Background: an optimization exercise with open tools, aiming at a short achievable clock period and few clock cycles. Do not read the settings as production practice.
The RTL was checked by simulation tests, not by an equivalence proof against the original design.
Power figures rest on the tool's default switching activity, not on a simulated workload.

==> design/flow/design.v <==
package hcg_pkg;
   localparam int COORD_BITS      = 16;
   localparam int WINDOW_BITS     = 6;
   localparam int ROW_BITS        = 6;
   localparam int COL_BITS        = 16;
   localparam int SEEN_BITS       = 17;
   localparam int CSR_INDEX_BITS  = 2;
   localparam int CSR_DATA_BITS   = 6;
   localparam int DEFAULT_MAX_WINDOW = 32;
   localparam logic [SEEN_BITS-1:0]   SEEN_MAX      = '1;
   localparam logic [COL_BITS-1:0]    COL_MAX       = '1;
   localparam logic [WINDOW_BITS-1:0] WINDOW_RESET  = 6'd8;
   localparam logic [CSR_INDEX_BITS-1:0] REG_WINDOW_LENGTH = 2'd0;
   localparam logic [CSR_INDEX_BITS-1:0] REG_LAYOUT_MODE   = 2'd1;
   localparam logic LAYOUT_INTERLEAVED = 1'b0;
   localparam logic LAYOUT_STACKED     = 1'b1;
endpackage
module hcg_window_ram #(
   parameter int DEPTH     = hcg_pkg::DEFAULT_MAX_WINDOW,
   parameter int ADDR_BITS = 5,
   parameter int DATA_BITS = 2 * hcg_pkg::COORD_BITS
) (
   input  logic                 clock,
   input  logic                 wr_en,
   input  logic [ADDR_BITS-1:0] wr_addr,
   input  logic [DATA_BITS-1:0] wr_data,
   input  logic                 rd_en,
   input  logic [ADDR_BITS-1:0] rd_addr,
   output logic [DATA_BITS-1:0] rd_data
);
   logic [DATA_BITS-1:0] mem_ff [DEPTH];
   logic [DATA_BITS-1:0] rd_data_ff;
   always_ff @(posedge clock) begin
      if (wr_en) begin
         mem_ff[wr_addr] <= wr_data;
      end
   end
   always_ff @(posedge clock) begin
      if (rd_en) begin
         rd_data_ff <= mem_ff[rd_addr];
      end
   end
   assign rd_data = rd_data_ff;
endmodule
import hcg_pkg::*;
module hankel_column_generator #(
   parameter int MAX_WINDOW = hcg_pkg::DEFAULT_MAX_WINDOW
) (
   input  logic                                clock,
   input  logic                                reset,
   input  logic                                req_valid,
   output logic                                req_ready,
   input  logic [hcg_pkg::COORD_BITS-1:0]      req_x_coord,
   input  logic [hcg_pkg::COORD_BITS-1:0]      req_y_coord,
   input  logic                                req_starts_track,
   output logic                                rsp_valid,
   input  logic                                rsp_ready,
   output logic [hcg_pkg::COORD_BITS-1:0]      rsp_element,
   output logic [hcg_pkg::ROW_BITS-1:0]        rsp_row_index,
   output logic [hcg_pkg::COL_BITS-1:0]        rsp_column_index,
   output logic                                rsp_column_end,
   input  logic                                csr_write_en,
   input  logic [hcg_pkg::CSR_INDEX_BITS-1:0]  csr_index,
   input  logic [hcg_pkg::CSR_DATA_BITS-1:0]   csr_write_data
);
   localparam int IDX_BITS  = (MAX_WINDOW > 1) ? $clog2(MAX_WINDOW) : 1;
   localparam int ENTRY_BITS = 2 * COORD_BITS;
   localparam int SUM_BITS  = WINDOW_BITS + 1;
   localparam logic [WINDOW_BITS-1:0] MAX_W     = WINDOW_BITS'(MAX_WINDOW);
   localparam logic [IDX_BITS-1:0]    LAST_SLOT = IDX_BITS'(MAX_WINDOW - 1);
   localparam logic [SUM_BITS-1:0]    DEPTH_S   = SUM_BITS'(MAX_WINDOW);
   typedef enum logic {ST_IDLE, ST_EMIT} state_type;
   state_type              state_ff,      state_in;
   logic [IDX_BITS-1:0]    wp_ff,         wp_in;
   logic [SEEN_BITS-1:0]   seen_ff,       seen_in;
   logic [WINDOW_BITS-1:0] win_len_ff,    win_len_in;
   logic                   layout_ff,     layout_in;
   logic                   mode_ff,       mode_in;
   logic [WINDOW_BITS-1:0] w_ff,          w_in;
   logic [IDX_BITS-1:0]    oldest_ff,     oldest_in;
   logic [IDX_BITS-1:0]    slot_ff,       slot_in;
   logic [ROW_BITS-1:0]    row_ff,        row_in;
   logic [ROW_BITS-1:0]    last_row_ff,   last_row_in;
   logic [COL_BITS-1:0]    col_ff,        col_in;
   logic                   out_valid_ff,  out_valid_in;
   logic [ROW_BITS-1:0]    out_row_ff,    out_row_in;
   logic [COL_BITS-1:0]    out_col_ff,    out_col_in;
   logic                   out_end_ff,    out_end_in;
   logic                   out_take_x_ff, out_take_x_in;
   logic                   accept;
   logic                   issue;
   logic                   take_x;
   logic                   at_last;
   logic [IDX_BITS-1:0]    slot_inc;
   logic [IDX_BITS-1:0]    wp_next;
   logic [WINDOW_BITS-1:0] eff_w;
   logic [SEEN_BITS-1:0]   seen_base;
   logic [SEEN_BITS-1:0]   seen_next;
   logic [SEEN_BITS-1:0]   col_wide;
   logic [SUM_BITS-1:0]    oldest_sum;
   logic [SUM_BITS-1:0]    oldest_mod;
   logic [SUM_BITS-1:0]    rows_m1;
   logic                   has_col;
   logic [ENTRY_BITS-1:0]  rd_data;
   assign accept = req_valid && req_ready;
   assign issue  = (state_ff == ST_EMIT) && (!out_valid_ff || rsp_ready);
   hcg_window_ram #(
      .DEPTH     (MAX_WINDOW),
      .ADDR_BITS (IDX_BITS),
      .DATA_BITS (ENTRY_BITS)
   ) u_store (
      .clock   (clock),
      .wr_en   (accept),
      .wr_addr (wp_ff),
      .wr_data ({req_x_coord, req_y_coord}),
      .rd_en   (issue),
      .rd_addr (slot_ff),
      .rd_data (rd_data)
   );
   always_comb begin
      wp_next = (wp_ff == LAST_SLOT) ? '0 : wp_ff + 1'b1;
      if (win_len_ff == '0) begin
         eff_w = WINDOW_BITS'(1);
      end else if (win_len_ff > MAX_W) begin
         eff_w = MAX_W;
      end else begin
         eff_w = win_len_ff;
      end
      seen_base = req_starts_track ? '0 : seen_ff;
      seen_next = (seen_base == SEEN_MAX) ? seen_base : seen_base + 1'b1;
      has_col   = seen_next >= SEEN_BITS'(eff_w);
      col_wide  = seen_next - SEEN_BITS'(eff_w);
      oldest_sum = SUM_BITS'(wp_next) + DEPTH_S - SUM_BITS'(eff_w);
      oldest_mod = (oldest_sum >= DEPTH_S) ? oldest_sum - DEPTH_S : oldest_sum;
      rows_m1    = {eff_w, 1'b0} - SUM_BITS'(1);
   end
   always_comb begin
      slot_inc = (slot_ff == LAST_SLOT) ? '0 : slot_ff + 1'b1;
      at_last  = (row_ff == last_row_ff);
      if (mode_ff == LAYOUT_INTERLEAVED) begin
         take_x = ~row_ff[0];
      end else begin
         take_x = row_ff < w_ff;
      end
   end
   always_comb begin
      state_in      = state_ff;
      wp_in         = wp_ff;
      seen_in       = seen_ff;
      win_len_in    = win_len_ff;
      layout_in     = layout_ff;
      mode_in       = mode_ff;
      w_in          = w_ff;
      oldest_in     = oldest_ff;
      slot_in       = slot_ff;
      row_in        = row_ff;
      last_row_in   = last_row_ff;
      col_in        = col_ff;
      out_valid_in  = out_valid_ff;
      out_row_in    = out_row_ff;
      out_col_in    = out_col_ff;
      out_end_in    = out_end_ff;
      out_take_x_in = out_take_x_ff;
      if (csr_write_en) begin
         unique case (csr_index)
            REG_WINDOW_LENGTH: win_len_in = csr_write_data;
            REG_LAYOUT_MODE:   layout_in  = csr_write_data[0];
            default:           ;
         endcase
      end
      if (rsp_ready) begin
         out_valid_in = 1'b0;
      end
      unique case (state_ff)
         ST_IDLE: begin
            if (accept) begin
               wp_in   = wp_next;
               seen_in = seen_next;
               if (has_col) begin
                  state_in    = ST_EMIT;
                  mode_in     = layout_ff;
                  w_in        = eff_w;
                  oldest_in   = oldest_mod[IDX_BITS-1:0];
                  slot_in     = oldest_mod[IDX_BITS-1:0];
                  row_in      = '0;
                  last_row_in = rows_m1[ROW_BITS-1:0];
                  col_in      = (col_wide > SEEN_BITS'(COL_MAX)) ? COL_MAX
                                                                 : col_wide[COL_BITS-1:0];
               end
            end
         end
         ST_EMIT: begin
            if (issue) begin
               out_valid_in  = 1'b1;
               out_row_in    = row_ff;
               out_col_in    = col_ff;
               out_end_in    = at_last;
               out_take_x_in = take_x;
               row_in        = row_ff + 1'b1;
               if (mode_ff == LAYOUT_INTERLEAVED) begin
                  slot_in = row_ff[0] ? slot_inc : slot_ff;
               end else begin
                  slot_in = (row_ff == w_ff - 1'b1) ? oldest_ff : slot_inc;
               end
               if (at_last) begin
                  state_in = ST_IDLE;
               end
            end
         end
         default: state_in = ST_IDLE;
      endcase
   end
   always_ff @(posedge clock) begin
      if (reset) begin
         state_ff     <= ST_IDLE;
         wp_ff        <= '0;
         seen_ff      <= '0;
         win_len_ff   <= WINDOW_RESET;
         layout_ff    <= LAYOUT_INTERLEAVED;
         out_valid_ff <= 1'b0;
      end else begin
         state_ff     <= state_in;
         wp_ff        <= wp_in;
         seen_ff      <= seen_in;
         win_len_ff   <= win_len_in;
         layout_ff    <= layout_in;
         out_valid_ff <= out_valid_in;
      end
      mode_ff       <= mode_in;
      w_ff          <= w_in;
      oldest_ff     <= oldest_in;
      slot_ff       <= slot_in;
      row_ff        <= row_in;
      last_row_ff   <= last_row_in;
      col_ff        <= col_in;
      out_row_ff    <= out_row_in;
      out_col_ff    <= out_col_in;
      out_end_ff    <= out_end_in;
      out_take_x_ff <= out_take_x_in;
   end
   assign req_ready        = (state_ff == ST_IDLE);
   assign rsp_valid        = out_valid_ff;
   assign rsp_element      = out_take_x_ff ? rd_data[ENTRY_BITS-1:COORD_BITS]
                                               : rd_data[COORD_BITS-1:0];
   assign rsp_row_index    = out_row_ff;
   assign rsp_column_index = out_col_ff;
   assign rsp_column_end   = out_end_ff;
endmodule
==> design/flow/run.sh <==
#!/bin/bash
# synth_recipe.tcl (not shown) runs the flow's synth.tcl, then flattens the netlist and writes it again
# the make line also repeats each setting of config.mk as NAME=value (left out here)
make -C /OpenROAD-flow-scripts/flow DESIGN_CONFIG=/design/flow/config.mk WORK_HOME=/design/flow/orfs CLKGATE_MAP_FILE= SYNTH_SCRIPT=/design/flow/synth_recipe.tcl finish
==> design/flow/config.mk <==
export PLATFORM = sky130hd
export DESIGN_NAME = hankel_column_generator
export DESIGN_NICKNAME = hankel_column_generator
export VERILOG_FILES = /design/flow/design.v
export SDC_FILE = /design/flow/constraint.sdc
export NUM_CORES = 4
export LEC_CHECK = 0
export CAP_MARGIN = 20
export CORE_MARGIN = 2
export CORE_UTILIZATION = 40
export SLEW_MARGIN = 20
==> design/flow/constraint.sdc <==
create_clock -name core_clock -period 4.5 [get_ports {clock}]
set_input_delay 0.9000 -clock core_clock [delete_from_list [all_inputs] [get_ports {clock}]]
set_output_delay 0.9000 -clock core_clock [all_outputs]
set_load 0.01 [all_outputs]
==> run summary <==
## worst max-delay path, stage by stage
cell        delay (ps)
clkbuf_2           140
nor2b_2            160
ha_2               200
nand2b_1           100
nor3_2             270
nand2_2            120
mux2i_2            210
inv_1               80
ha_1               290
nor2b_1            150
o211ai_1           220
a31oi_1            140
or4b_1             500
or4b_4             510
o31ai_4            240
buf_6              160
clkinvlp_4          90
buf_6              170
## placed cells by master (no fill, tap or decap), drive strengths merged, types with 18 or more instances in the layout
| cell type | netlist | final |
|---|---|---|
| inv | 31 | 31 |
| o21ai | 18 | 18 |
| clkbuf | 68 | 143 |
| nand2 | 60 | 60 |
| nor2 | 85 | 85 |
| mux2 | 49 | 49 |
| clkinv | 0 | 52 |
| xnor2 | 29 | 29 |
| buf | 37 | 120 |
| a21oi | 28 | 28 |
| dfxtp | 31 | 31 |
| edfxtp | 1124 | 1124 |
| clkdlybuf4s50 | 0 | 77 |
| mux4 | 320 | 320 |
| ha | 27 | 27 |
## registers in the layout, indices dropped and copies added (netlist names)
signal and flops:
u_store.mem_ff 1024, u_store.rd_data_ff 32, seen_ff 17, col_ff 16, out_col_ff 16, out_row_ff 6
row_ff 6, w_ff 6, win_len_ff 6, last_row_ff 5, oldest_ff 5, slot_ff 5
wp_ff 5, layout_ff 1, mode_ff 1, out_end_ff 1, out_take_x_ff 1, out_valid_ff 1
state_ff 1
## path summary, 6_finish.rpt
check	endpoint	cells after the start	slack [ps]
max reg2reg	oldest_ff[1]	17	290
min reg2reg	out_col_ff[15]	0	420
max	oldest_ff[1]	18	270
min	out_col_ff[15]	0	420
## what timing repair did
item	CTS	global route
pin swaps	0	7
cloned	0	0
endpoints found under the setup margin	44	44
resized for setup	5	6
setup buffers	1	3
hold buffers	0	0
## layer usage
layer / track usage, % / wire, um
met1: 26.19 / 45800
met2: 30.68 / 53650
met3: 3.849 / 7306
met4: 4.580 / 2432
met5: 0 / 86
## synth_stat cells (3+ instances only)
| cell type | number | share of area, % |
|---|---|---|
| edfxtp_1 | 1124 | 75 |
| mux4_2 | 320 | 16 |
| nor2_1 | 85 | 0.70 |
| clkbuf_1 | 67 | 0.56 |
| nand2_1 | 60 | 0.50 |
| mux2_2 | 49 | 1.2 |
| buf_1 | 31 | 0.26 |
| dfxtp_1 | 31 | 1.4 |
| inv_1 | 31 | 0.26 |
| xnor2_1 | 29 | 0.56 |
| a21oi_1 | 28 | 0.31 |
| ha_1 | 27 | 0.75 |
| nor3_1 | 17 | 0.19 |
| mux2i_1 | 15 | 0.33 |
| nand3_1 | 13 | 0.14 |
| nor2b_1 | 13 | 0.18 |
| xor2_1 | 13 | 0.25 |
| o21ai_0 | 10 | 0.11 |
| o21ai_1 | 8 | 0.088 |
| a211oi_1 | 7 | 0.12 |
| or3_1 | 7 | 0.097 |
| nand4_1 | 6 | 0.083 |
| o21a_1 | 6 | 0.099 |
| nand2b_1 | 5 | 0.069 |
| nand3b_1 | 5 | 0.083 |
| a21o_1 | 4 | 0.066 |
| buf_2 | 4 | 0.044 |
| nor4_1 | 4 | 0.055 |
| and3_1 | 3 | 0.041 |
| nand4b_1 | 3 | 0.058 |
| o2111ai_1 | 3 | 0.058 |
## through the flow
step | setup TNS (ps) | util (%)
global route | 0 | 47.03
CTS | 0 | 47.01
global placement | -45930 | 43.66
finish | 0 | 47.03
detailed placement | -50090 | 43.66
floorplan | -37000 | -
## cells by family (layout without fill, tap and decap cells)
logic type | after synthesis | after routing
DFF | 1155 | 1155
muxes | 384 | 384
and+or+nand+nor | 236 | 236
buffers and inverters | 136 | 441
AOI/OAI and AO/OA | 88 | 88
xor gates and xnor gates | 42 | 42
adders and majority gates | 29 | 29
other | 0 | 1
## power groups by stage
| stage | Combinational, mW | Sequential (mW) | Clock, mW |
|---|---|---|---|
| CTS | 3.18 | 12.2 | 9.60 |
| finish | 3.14 | 12.2 | 9.43 |
| global placement | 3.13 | 12.4 | 0 |
| floorplan | 2.14 | 12.4 | 0 |
| global route | 3.36 | 12.2 | 10.0 |
| detailed placement | 3.17 | 12.4 | 0 |
## area by class of cell
class                   instances  area (um2)
flip-flops and latches       1155       34370
clock buffers                 142        3020
inverters                      31       121.4
multi-input cells             779       10690
well taps                    1500        1877
repair buffers                198        2026
fillers                      9204       59510
clock inverters                70       721.9
diodes                          1       2.502
==> results.sh <==
export IMPL_timing_rr_start="seen_ff[0]"
export IMPL_async_flop_share_pct=0
export IMPL_drtPass1Iterations=5
export IMPL_p_int_mw=19.04
export IMPL_nets=2353
export IMPL_slew_viol_final=0
export IMPL_p_switching_mw=5.730
export IMPL_synthMuxAreaShare_pct=17.46
export IMPL_die_height_um=340.5
export IMPL_viasPerCell=5.615
export IMPL_die_w_um=340.5
export IMPL_root_buffer="clkbuf_16"
export IMPL_grt_pass1_vias=22490
export IMPL_gp_congestion=0.8145
export IMPL_routedWlPerCell_um=28.19
export IMPL_remaining_drc_errors=0
export IMPL_dieArea_mm2=0.1159
export IMPL_worstHoldStart="col_ff[15]"
export IMPL_arrival_ps=4660
export IMPL_cts_tree="done"
export IMPL_synth_compound_area_share_pct=1.290
export IMPL_rsz0062_at_grt="false"
export IMPL_grt_first_pass_wirelength_um=157400
export IMPL_synth_edf_count=1124
export IMPL_swShare_pct=23.13
export IMPL_grt_usage_pct=18.84
export IMPL_clk_latency_ps=700
export IMPL_period_share_pct=94.07
export IMPL_core_rowCount=123
export IMPL_status="complete, no violations"
export IMPL_coreArea_mm2=0.1123
export IMPL_final_setup_worst_slack_ps=266.8
export IMPL_io_pins=87
export IMPL_crit_type="input port to flip-flop"
export IMPL_vias=21760
export IMPL_antenna_found_initial=12
export IMPL_fin_skew_ps=43.32
export IMPL_period_minus_slack_ps=4233
export IMPL_synth_sequential_area_ratio_pct=75.89
export IMPL_synthAdderAreaFrac_pct=0.8342
export IMPL_synth_top_family_by_area="multiplexers"
export IMPL_pwr_share_seq_pct=49.3
export IMPL_grt_max_degree=120
export IMPL_slew_limit_headroom_pct=26.31
export IMPL_dp_cells=3658
export IMPL_port_buffers=86
export IMPL_drive_gt1_share_pct=30.27
export IMPL_power_leakage_nw=16.57
export IMPL_pre_cts_ws_ps=-986.2
export IMPL_hp_class="flip-flop to flip-flop"
export IMPL_cp_required_ps=4920
export IMPL_finalSetupViolCount=0
export IMPL_worst_setup_path_start_kind="input port"
export IMPL_synth_simple_area_share_pct=2.550
export IMPL_placed_cell_area_mm2=0.04905
export IMPL_yosys_warnings=2
export IMPL_syn_nets=2145
export IMPL_drtAntennaViolNets=0
export IMPL_synth_cell_area_mm2=0.04529
export IMPL_drt_initial_drc_count=2120
export IMPL_p_total_mw=24.77
export IMPL_synthDistinctLibCells=65
export IMPL_final_cells=3876
export IMPL_vdd_ir_drop_worst_uv=334.0
export IMPL_start_util_pct=40.32
export IMPL_synth_cells=2070
export IMPL_synth_xor_area_share_pct=0.8121
export IMPL_powerDensity_mw_per_mm2=468.9
export IMPL_p_comb_share_pct=12.7
export IMPL_clk_pin_slew_ps=70
export IMPL_hold_viol_final=0
export IMPL_syn_area_per_cell_um2=21.88
export IMPL_crit_fanout=17
export IMPL_final_area_mm2=0.05283
export IMPL_clkPwrFrac_pct=38.1
export IMPL_worst_pin_slew_ps=1103
export IMPL_clock_path_buffers=3
export IMPL_fmax_ghz=0.2362
export IMPL_numCtsBuffers=113
export IMPL_h_tree_depth=3
export IMPL_ys_flop_type="edfxtp_1"
export IMPL_cp_startpoint="req_starts_track"
export IMPL_dp_hpwl_um=59360
export IMPL_overflow=0
export IMPL_area_growth_syn_to_layout_pct=16.64
export IMPL_hold_ws_ps=423.0
export IMPL_synth_seq_cells=1155
export IMPL_clkSinkCount=1155
export IMPL_timing_max_cap_violations=0
export IMPL_routed_wl_um=109300
export IMPL_worstSetupEndpointType="flip-flop"
Testbench counts, summed over its fixed seeds: cycles 61,927.

what the ideal ports hide:
The flow's constraints put no driver on any port. The routed layout listed below was extracted and timed again, unchanged, in two steps.
Step 1 sets driving cells, clkbuf_16 on the clock port and buf_2 on the other inputs (assumed; they add their load-dependent delay and slew).
Step 2 also shifts input and output timing later by t, the mid clock arrival at the registers, as if the neighbouring blocks saw the same clock.
Slacks: no drivers / after step 1 / after step 2; pairs: no drivers / after step 1.
shift t [ns]: 0.750
setup slack, ns: 0.267 / 0.292 / -0.443
latest minus earliest clock arrival (ns): 0.047 / 0.046
slew at the worst register clock pin (ns): 0.07 / 0.07
worst data-port slew with drivers (ns): 0.13
Met with ideal ports but missed after step 2: setup timing in this run. The setup slack of this run moves by +0.025 ns with the drivers and by -0.710 ns with both steps.
